Context: an optimization exercise on an open-source flow, tuned for small area, a short achievable clock period and few clock cycles. The choices shown serve that exercise and are no tape-out recipe.
In this exercise RTL edits were held to simulation tests only and were not proved equivalent to the original.
No activity file was given, so power comes from the tool's default toggle rates.

## flow/design.v (module list and top-level ports; edited modules follow where they fit)
// module dts_sine_rom: 267 lines
// module dts_ctrl: 105 lines
// module dts_datapath: 1653 lines
// module decaying_tone_synth: 50 lines
module decaying_tone_synth (
  input  logic                                clk,
  input  logic                                rst,
  input  logic                                in_valid,
  output logic                                in_ready,
  input  logic                                start_req,
  output logic                                out_valid,
  input  logic                                out_ready,
  output logic signed [dts_pkg::SAMPLE_W-1:0] sample,
  output logic                                done_res,
  input  logic                                cfg_valid,
  output logic                                cfg_ready,
  input  logic [dts_pkg::CFG_IDX_W-1:0]       cfg_index,
  input  logic [dts_pkg::CFG_DATA_W-1:0]      cfg_data
);
  // ...
==> flow/run.sh <==
#!/bin/bash
# synth_recipe.tcl (not shown) runs the flow's synth.tcl, then flattens the netlist and writes it again
# the make line also repeats each setting of config.mk as NAME=value (left out here)
make -C /OpenROAD-flow-scripts/flow DESIGN_CONFIG=/design/flow/config.mk WORK_HOME=/design/flow/orfs CLKGATE_MAP_FILE= SYNTH_SCRIPT=/design/flow/synth_recipe.tcl finish
==> flow/config.mk <==
export PLATFORM = sky130hd
export DESIGN_NAME = decaying_tone_synth
export DESIGN_NICKNAME = decaying_tone_synth
export VERILOG_FILES = /design/flow/design.v
export SDC_FILE = /design/flow/constraint.sdc
export NUM_CORES = 4
export LEC_CHECK = 0
export CAP_MARGIN = 60
export CORE_MARGIN = 2
export CORE_UTILIZATION = 25
export PLACE_DENSITY = 0.45
export SLEW_MARGIN = 60
export SYNTH_MEMORY_MAX_BITS = 16384
==> flow/constraint.sdc <==
create_clock -name core_clock -period 10.0 [get_ports {clk}]
set_input_delay 2.0000 -clock core_clock [delete_from_list [all_inputs] [get_ports {clk}]]
set_output_delay 2.0000 -clock core_clock [all_outputs]
set_load 0.01 [all_outputs]
==> impl_results.md, run 1 <==
- Met3 WL post-DR: 8255 um
- Outcome: no timing/DRC/antenna violations
- Max-slew headroom: 58.50%
- Final hold vios: 0
- Initial antenna violation count: 0
- Setup Skew: 23.82 ps
- First-pass GRT wire length: about 230000 um
- Tap cells: approximately 2400
- Met2 Usage GRT: 25.82%
- Commonest non-fill, non-tap cell in the layout: inv_1
- Slowest CP cell: fa_1
- Crit path capture: u_datapath.s2_r1[12]$_DFF_P_
- Die Height: 429.6 um
- Number of remaining DRC errors: 0
- R2R Setup Slk: 6000 ps
- Area-dominant class: multi-input combinational cells
- Main combinational cell family by area after synthesis: adder cells
- Comb power: 8.08 mW
- Syn nets: 5832
- Most flops, register: u_ctrl.mem
- Clock buffers: 93
- CTS tree: yes
- CP top delay family: adder cells
- # setup viols final: 0
- Share of post-route cells with drive strength above 1: between 7 and 8%
- Vias per std cell: 5.052
- Slew @ Worst Pin: 617.7 ps
- Switching Fraction: 45.09%
- Placement-stage cell area: approximately 0.048 sq mm
- P_seq: around 3.9 mW
- Adder-cell share of the synthesized area: 22.49%
- Design Area, Final: slightly above 0.05 sq mm
- Drt pass-1 iters: 6
- Crit path from: u_datapath.s1_x[9]$_DFF_P_
- Worst Setup End Kind: register
- H-tree depth: 3
- Met3 Usage GRT: between 2 and 2.5%
- Ant. Diodes: 0
- RSZ-0062 raised after global routing: false
- Root Buffer: clkbuf_16
- Worst Setup Slack, final: 6001 ps
Testbench counts, summed over its fixed seeds: cycles 12,768.
==> run 2: changes to the inputs <==
--- a/flow/design.v
+++ b/flow/design.v
@@ -1093,82 +1093,29 @@
   wire mx_591 = mx_532 ^ mx_534 ^ mx_535;
   wire mx_592 = (mx_532 & mx_534) | (mx_532 & mx_535) | (mx_534 & mx_535);
   wire mx_593 = mx_536 ^ mx_538 ^ mx_539;
   wire mx_594 = (mx_536 & mx_538) | (mx_536 & mx_539) | (mx_538 & mx_539);
   wire mx_595 = mx_540 ^ mx_542 ^ mx_543;
   wire mx_596 = (mx_540 & mx_542) | (mx_540 & mx_543) | (mx_542 & mx_543);
   wire mx_597 = mx_544 ^ mx_546 ^ mx_547;
   wire mx_598 = (mx_544 & mx_546) | (mx_544 & mx_547) | (mx_546 & mx_547);
-  wire mx_599 = mx_3 ^ mx_4;
-  wire mx_600 = mx_3 & mx_4;
-  wire mx_601 = mx_549 ^ mx_10 ^ mx_11;
-  wire mx_602 = (mx_549 & mx_10) | (mx_549 & mx_11) | (mx_10 & mx_11);
-  wire mx_603 = mx_550 ^ mx_551 ^ mx_17;
-  wire mx_604 = (mx_550 & mx_551) | (mx_550 & mx_17) | (mx_551 & mx_17);
-  wire mx_605 = mx_552 ^ mx_553 ^ mx_461;
-  wire mx_606 = (mx_552 & mx_553) | (mx_552 & mx_461) | (mx_553 & mx_461);
-  wire mx_607 = mx_554 ^ mx_555 ^ mx_465;
-  wire mx_608 = (mx_554 & mx_555) | (mx_554 & mx_465) | (mx_555 & mx_465);
-  wire mx_609 = mx_556 ^ mx_557 ^ mx_469;
-  wire mx_610 = (mx_556 & mx_557) | (mx_556 & mx_469) | (mx_557 & mx_469);
-  wire mx_611 = mx_558 ^ mx_559 ^ mx_473;
-  wire mx_612 = (mx_558 & mx_559) | (mx_558 & mx_473) | (mx_559 & mx_473);
-  wire mx_613 = mx_560 ^ mx_561 ^ mx_477;
-  wire mx_614 = (mx_560 & mx_561) | (mx_560 & mx_477) | (mx_561 & mx_477);
-  wire mx_615 = mx_562 ^ mx_563 ^ mx_481;
-  wire mx_616 = (mx_562 & mx_563) | (mx_562 & mx_481) | (mx_563 & mx_481);
-  wire mx_617 = mx_564 ^ mx_565 ^ mx_485;
-  wire mx_618 = (mx_564 & mx_565) | (mx_564 & mx_485) | (mx_565 & mx_485);
-  wire mx_619 = mx_566 ^ mx_567 ^ mx_489;
-  wire mx_620 = (mx_566 & mx_567) | (mx_566 & mx_489) | (mx_567 & mx_489);
-  wire mx_621 = mx_568 ^ mx_569 ^ mx_493;
-  wire mx_622 = (mx_568 & mx_569) | (mx_568 & mx_493) | (mx_569 & mx_493);
-  wire mx_623 = mx_570 ^ mx_571 ^ mx_497;
-  wire mx_624 = (mx_570 & mx_571) | (mx_570 & mx_497) | (mx_571 & mx_497);
-  wire mx_625 = mx_572 ^ mx_573 ^ mx_501;
-  wire mx_626 = (mx_572 & mx_573) | (mx_572 & mx_501) | (mx_573 & mx_501);
-  wire mx_627 = mx_574 ^ mx_575 ^ mx_505;
-  wire mx_628 = (mx_574 & mx_575) | (mx_574 & mx_505) | (mx_575 & mx_505);
-  wire mx_629 = mx_576 ^ mx_577 ^ mx_509;
-  wire mx_630 = (mx_576 & mx_577) | (mx_576 & mx_509) | (mx_577 & mx_509);
-  wire mx_631 = mx_578 ^ mx_579 ^ mx_513;
-  wire mx_632 = (mx_578 & mx_579) | (mx_578 & mx_513) | (mx_579 & mx_513);
-  wire mx_633 = mx_580 ^ mx_581 ^ mx_517;
-  wire mx_634 = (mx_580 & mx_581) | (mx_580 & mx_517) | (mx_581 & mx_517);
-  wire mx_635 = mx_582 ^ mx_583 ^ mx_521;
-  wire mx_636 = (mx_582 & mx_583) | (mx_582 & mx_521) | (mx_583 & mx_521);
-  wire mx_637 = mx_584 ^ mx_585 ^ mx_525;
-  wire mx_638 = (mx_584 & mx_585) | (mx_584 & mx_525) | (mx_585 & mx_525);
-  wire mx_639 = mx_586 ^ mx_587 ^ mx_529;
-  wire mx_640 = (mx_586 & mx_587) | (mx_586 & mx_529) | (mx_587 & mx_529);
-  wire mx_641 = mx_588 ^ mx_589 ^ mx_533;
-  wire mx_642 = (mx_588 & mx_589) | (mx_588 & mx_533) | (mx_589 & mx_533);
-  wire mx_643 = mx_590 ^ mx_591 ^ mx_537;
-  wire mx_644 = (mx_590 & mx_591) | (mx_590 & mx_537) | (mx_591 & mx_537);
-  wire mx_645 = mx_592 ^ mx_593 ^ mx_541;
-  wire mx_646 = (mx_592 & mx_593) | (mx_592 & mx_541) | (mx_593 & mx_541);
-  wire mx_647 = mx_594 ^ mx_595 ^ mx_545;
-  wire mx_648 = (mx_594 & mx_595) | (mx_594 & mx_545) | (mx_595 & mx_545);
-  wire mx_649 = mx_596 ^ mx_597 ^ 1'b1;
-  wire mx_650 = (mx_596 & mx_597) | (mx_596 & 1'b1) | (mx_597 & 1'b1);
-  wire mx_651 = mx_598 ^ mx_548 ^ mx_237;
-  wire mx_652 = (mx_598 & mx_548) | (mx_598 & mx_237) | (mx_548 & mx_237);
   logic                      s2_valid, s2_over;
-  logic [29:0]               s2_r0, s2_r1;
+  logic [29:0]               s2_r0, s2_r1, s2_r2;
   logic                      s2_start;
   always_ff @(posedge clk) begin
     if (rst) begin
       s2_valid <= 1'b0;
     end else begin
       s2_valid <= s1_valid;
     end
     s2_over <= s1_over;
-    s2_r0   <= {1'b1, mx_652, mx_650, mx_648, mx_646, mx_644, mx_642, mx_640, mx_638, mx_636, mx_634, mx_632, mx_630, mx_628, mx_626, mx_624, mx_622, mx_620, mx_618, mx_616, mx_614, mx_612, mx_610, mx_608, mx_606, mx_604, mx_602, mx_600, mx_599, mx_1};
-    s2_r1   <= {1'b0, mx_238, mx_651, mx_649, mx_647, mx_645, mx_643, mx_641, mx_639, mx_637, mx_635, mx_633, mx_631, mx_629, mx_627, mx_625, mx_623, mx_621, mx_619, mx_617, mx_615, mx_613, mx_611, mx_609, mx_607, mx_605, mx_603, mx_601, mx_5, mx_2};
+    s2_r0   <= {1'b1, mx_238, mx_598, mx_596, mx_594, mx_592, mx_590, mx_588, mx_586, mx_584, mx_582, mx_580, mx_578, mx_576, mx_574, mx_572, mx_570, mx_568, mx_566, mx_564, mx_562, mx_560, mx_558, mx_556, mx_554, mx_552, mx_550, mx_549, mx_3, mx_1};
+    s2_r1   <= {1'b0, 1'b0, mx_548, mx_597, mx_595, mx_593, mx_591, mx_589, mx_587, mx_585, mx_583, mx_581, mx_579, mx_577, mx_575, mx_573, mx_571, mx_569, mx_567, mx_565, mx_563, mx_561, mx_559, mx_557, mx_555, mx_553, mx_551, mx_10, mx_4, mx_2};
+    s2_r2   <= {1'b0, 1'b0, mx_237, 1'b1, mx_545, mx_541, mx_537, mx_533, mx_529, mx_525, mx_521, mx_517, mx_513, mx_509, mx_505, mx_501, mx_497, mx_493, mx_489, mx_485, mx_481, mx_477, mx_473, mx_469, mx_465, mx_461, mx_17, mx_11, mx_5, 1'b0};
     s2_start <= s1_start;
   end
   logic [dts_pkg::ENV_W-1:0] envelope_level;
   logic [dts_pkg::ENV_W-1:0] env;
   logic [dts_pkg::ENV_W:0]   env_diff;
   logic [dts_pkg::ENV_W-1:0] env_dec;
   assign env      = s2_start ? dts_pkg::ENV_FULL : envelope_level;
   assign env_diff = {1'b0, env} - {1'b0, envelope_step};
@@ -1178,17 +1125,17 @@
       envelope_level <= '0;
     end else if (s2_valid) begin
       envelope_level <= s2_over ? env : env_dec;
     end
   end
   logic [29:0] mix;
   logic [18:0] eb;
   logic [8:0]  bneg, bone, btwo;
-  assign mix = s2_r0 + s2_r1;
+  assign mix = s2_r0 + s2_r1 + s2_r2;
   assign eb  = {2'b00, env, 1'b0};
   always_comb begin
     for (int i = 0; i < 9; i++) begin
       bneg[i] = eb[2*i+2];
       bone[i] = eb[2*i+1] ^ eb[2*i];
       btwo[i] = (eb[2*i+2] & ~eb[2*i+1] & ~eb[2*i]) | (~eb[2*i+2] & eb[2*i+1] & eb[2*i]);
     end
   end
==> run 2 against run 1 <==
- via count is 1.7% higher
- global-route usage is 0.77 points higher
- utilization is 0.053 points lower
- first-iteration DRC count is 9.5% lower
- critical path type unchanged
==> impl_results.md, run 2 <==
- Avg Inst Size Synth: 8.803 sq um (was 8.713 sq um)
- Pre-CTS setup slack: 5599 ps (was 5577 ps)
- Critical Path Fanout Max: 26 (was 5)
- Clk slew on worst S/H paths: 60 ps (about the same)
- Hold WS: 324.2 ps (was 324.1 ps)
- Share of post-route cells with drive strength above 1: 7.744% (was 7.560%)
- Hold-fix buffers, CTS: 0 (unchanged)
- Largest net degree at the start of global routing: 83 (was 72)
- Hold Path Cell Cnt: 0 (unchanged)
- Initial antenna violation count: 6 (was 0)
- Crit path launch type: register (unchanged)
- Leakage: 19.51 nW (was 19.77 nW)
- TNS Setup: 0 ps (unchanged)
- Worst Setup Slack, final: 6005 ps (was 6001 ps)
- Root Buffer: clkbuf_16 (unchanged)
- CP most frequent cell: and2_1 (was fa_1)
- Total CTS buffers: 69 (unchanged)
- Critical Setup Path Class: register to register (unchanged)
- Fillers: 19343 (was 19285)
- CTS tree: yes (unchanged)
- Asr flop ratio synth: 0% (unchanged)
- GRT Resource Usage Total: 16.36% (was 15.59%)
- Period minus WS final: 3995 ps (was 3999 ps)
- Register area share after synthesis: 27.03% (was 26.35%)
- Nets: 5621 (was 5619)
- Ranking of synthesized cells by area: dfxtp_1 20%, fa_1 16%, edfxtp_1 7.3% (was dfxtp_1 19%, fa_1 16%, edfxtp_1 7.4%)
- Total number of vias: 38063 (was 37433)
- WP data required: 10540 ps (was 10490 ps)
- Crit-path cells: buf_4, inv_1, ha_2, and2_1, or2_1, mux4_2, a211oi_1, a41oi_1, a221oi_2, xor2_1, and2_1 (was inv_1, fa_1, inv_1, fa_1, fa_1, inv_1, fa_1, fa_1, inv_1, fa_1)
- Vias per std cell: 5.128 (was 5.052)
- Netlist Area Pre-Place: 0.04578 sq mm (was 0.04528 sq mm)
- Yosys cell types: 94 (unchanged)
- Biggest regs: u_ctrl.mem (96), u_datapath.s4_p0 (46), u_datapath.s4_p1 (45) (unchanged)
- EDFF count, synth: 112 (unchanged)
- Met2 Usage GRT: 25.67% (was 25.82%)
- PwrDens: 338.9 mW/mm^2 (was 288.1 mW/mm^2)
- CTS resizes: 0 (unchanged)
- Commonest cells in the synthesized netlist: 471 x inv_1, 450 x dfxtp_1, 406 x nand2_1, 366 x fa_1, 329 x a21oi_1 (was 534 x inv_1, 443 x nand2_1, 428 x dfxtp_1, 365 x fa_1, 337 x nor2_1)
- H-tree depth: 3 (unchanged)
- Die width: 431.9 um (was 429.6 um)
- Commonest non-fill, non-tap cell in the layout: inv_1 (unchanged)
- Io pins: 60 (unchanged)
- Dominant cell type by area after synthesis: dfxtp_1 (unchanged)
- Routed Antenna Nets: 0 (unchanged)
- Number of remaining DRC errors: 0 (unchanged)
- Max-slew headroom: 57.42% (was 58.50%)
- Peak Freq: 250.3 MHz (was 250.1 MHz)
- Initial Util: 25.08% (was 25.11%)
- Max clock buf depth: 3 (unchanged)
- Ys flop type: dfxtp_1 (unchanged)
- Layout overhead on the synthesized area: 11.61% (was 11.72%)
- Ys Warns: 4 (unchanged)
- Most flops, register: u_ctrl.mem (unchanged)
- Placer Congestion: 0.9254 (was 0.9225)
- CORE AREA: 0.1825 sq mm (was 0.1804 sq mm)
- Max Cap Viol: 0 (unchanged)
- Worst reg2reg path depth: 11 (was 10)
- Drt wl/cell: 20.89 um (was 19.82 um)
- # setup viols final: 0 (unchanged)
- First-pass GRT wire length: 238900 um (was 228500 um)
- DP HPWL: 111800 um (was 103200 um)
- Most frequent cells in the layout: 467 x inv_1, 405 x nand2_1, 390 x dfxtp_1 (was 531 x inv_1, 443 x nand2_1, 365 x fa_1)
- Peak VDD IR: 0.2149 mV (was 0.1568 mV)
- Die area: 0.1865 sq mm (was 0.1845 sq mm)
- GRT overflow: 0 (unchanged)
- Slowest CP cell: ha_2 (was fa_1)
- Yosys top cell area share: 19.68% (was 18.92%)
- Sink Count: 562 (was 540)
- Post-CTS setup buffers: 0 (unchanged)
- Met3 Usage GRT: 2.301% (was 2.209%)
- Syn nets: 5836 (was 5832)
- Final WL: 155100 um (was 146900 um)
- GRT busiest layer: met2 (unchanged)
- Outcome: no timing/DRC/antenna violations (unchanged)
- Clk latency of the worst-skew pair: 670 ps (was 640 ps)
- Final Cycle Share: 39.95% (was 39.99%)
- Max reg flops: 96 (unchanged)
- Worst EP arrival: 4540 ps (was 4490 ps)
- Synthesized instance count: 5200 (was 5197)
- Critical Path Max Stage Delay: 530 ps (was 580 ps)
- Met1 usage: 22.90% (was 20.69%)
- Most frequent cell after synthesis: inv_1 (unchanged)
- Drt pass-1 iters: 7 (was 6)
- Min-delay worst type: register to register (unchanged)
- Slew Viols, Final: 0 (unchanged)
- Port Buffer Count: 58 (unchanged)
- Initial DRC Count: 3215 (was 3554)
- Die Height: 431.9 um (was 429.6 um)
- FF+latch count, synth: 562 (was 540)
- Vias in the first global route: 37844 (was 37873)
- Slew @ Worst Pin: 638.6 ps (was 617.7 ps)
- Num rows: 157 (was 156)
- Final hold vios: 0 (unchanged)
- Worst Setup End Kind: register (unchanged)
- RSZ-0062 raised after global routing: false (unchanged)
- Setup Skew: 35.03 ps (was 23.82 ps)
-- run 2: power breakdown --
part / internal (mW) / switching [mW]
logic: 4.17 / 6.24
registers: 3.33 / 0.891
clock network: 1.63 / 1.06
total: 9.13 / 8.19
-- run 2: layout make-up --
cell class | count | area, sq um | area share (%)
Timing Repair Buffer | 132 | 1239 | 2.425
Multi-Input combinational cell | 3740 | 30120 | 58.95
Tap cell | 2385 | 2984 | 5.841
Clock buffer | 97 | 2016 | 3.945
Antenna cell | 2 | 5.005 | 0.009796
Sequential cell | 562 | 12460 | 24.39
Clock inverter | 25 | 457.9 | 0.8963
Inverter | 480 | 1807 | 3.536
-- run 2: layer usage --
metal,up-vias,wire length [um]
met5,-,29
met4,4,5230
met3,251,8662
met2,1262,69660
met1,18798,71480
li1,17748,-
-- run 2: kinds of logic (layout without fill, tap and decap cells) --
logic type                 after synthesis  in the layout  share of synthesized area [%]
AOI/OAI and AO/OA                     1445           1445                          21.07
and+or+nand+nor                       1278           1278                          13.17
buffers and inverters                  898            734                          7.618
adders and majority gates              596            596                          22.29
xor gates and xnor gates               357            357                          6.830
other                                    1              3                       0.008192
DFF                                    562            562                          27.03
muxes                                   63             63                          1.984
-- run 2: worst paths after layout --
path / from / slack [ps] / endpoint
worst max-delay path: u_datapath.s0_jh[0]$_SDFF_PP0_ / 6000 / u_datapath.s1_y[6]$_DFF_P_
worst min-delay path: u_datapath.s0_over$_DFF_P_ / 320 / u_datapath.s1_over$_DFF_P_
worst max register to register: u_datapath.s0_jh[0]$_SDFF_PP0_ / 6000 / u_datapath.s1_y[6]$_DFF_P_
worst min register to register: u_datapath.s0_over$_DFF_P_ / 320 / u_datapath.s1_over$_DFF_P_
-- run 2: critical path: cells and delay by family (launching register included) --
kind	cells	cell delay, ps
AO/OA/AOI/OAI	3	810
XOR/XNOR	1	90
adder cells (fa/ha/maj)	1	530
buffers and inverters	2	660
flip-flops	1	320
multiplexers	1	480
AND/OR/NAND/NOR	3	950
-- run 2: stage by stage --
step,util (%),power (mW),instances,instance area (sq um)
4_1_cts,27.95,17.55,7419,51000
3_5_place_dp,26.59,14.78,7297,48520
5_1_grt,28.00,19.03,7423,51090
3_3_place_gp,26.41,14.58,7291,48190
2_1_floorplan,-,10.95,5200,45780
6_report,28.00,17.32,7423,51090
Testbench counts of run 2, summed over its fixed seeds: cycles 12,768.

==> what the ideal ports hide <==
No port has a modelled driver above. Below, the same layouts with a new extraction and two added sets of constraints. Step 1 assumes that a clkbuf_16 drives the clock port and a buf_2 every other input. Step 2 moves the port delays by t, midway between the first and last clock arrival at a register: inputs arrive t later, outputs are due t later. That takes back most of the time a late clock gives input paths. Slacks: ideal ports / drivers / drivers and shift; pairs: ideal ports / drivers.
run | shift t [ns] | slack for setup (ns) | worst setup path at the end | worst data-port slew with drivers (ns)
run 1 | 0.691 | 6.001 / 6.001 / 5.567 | input to register | 0.08
run 2 | 0.744 | 6.005 / 6.005 / 5.564 | input to register | 0.07
After both steps every run listed still meets setup and hold. For run 2, which loses most, drivers alone change the setup slack by 0.000 ns; drivers and shift together by -0.441 ns.
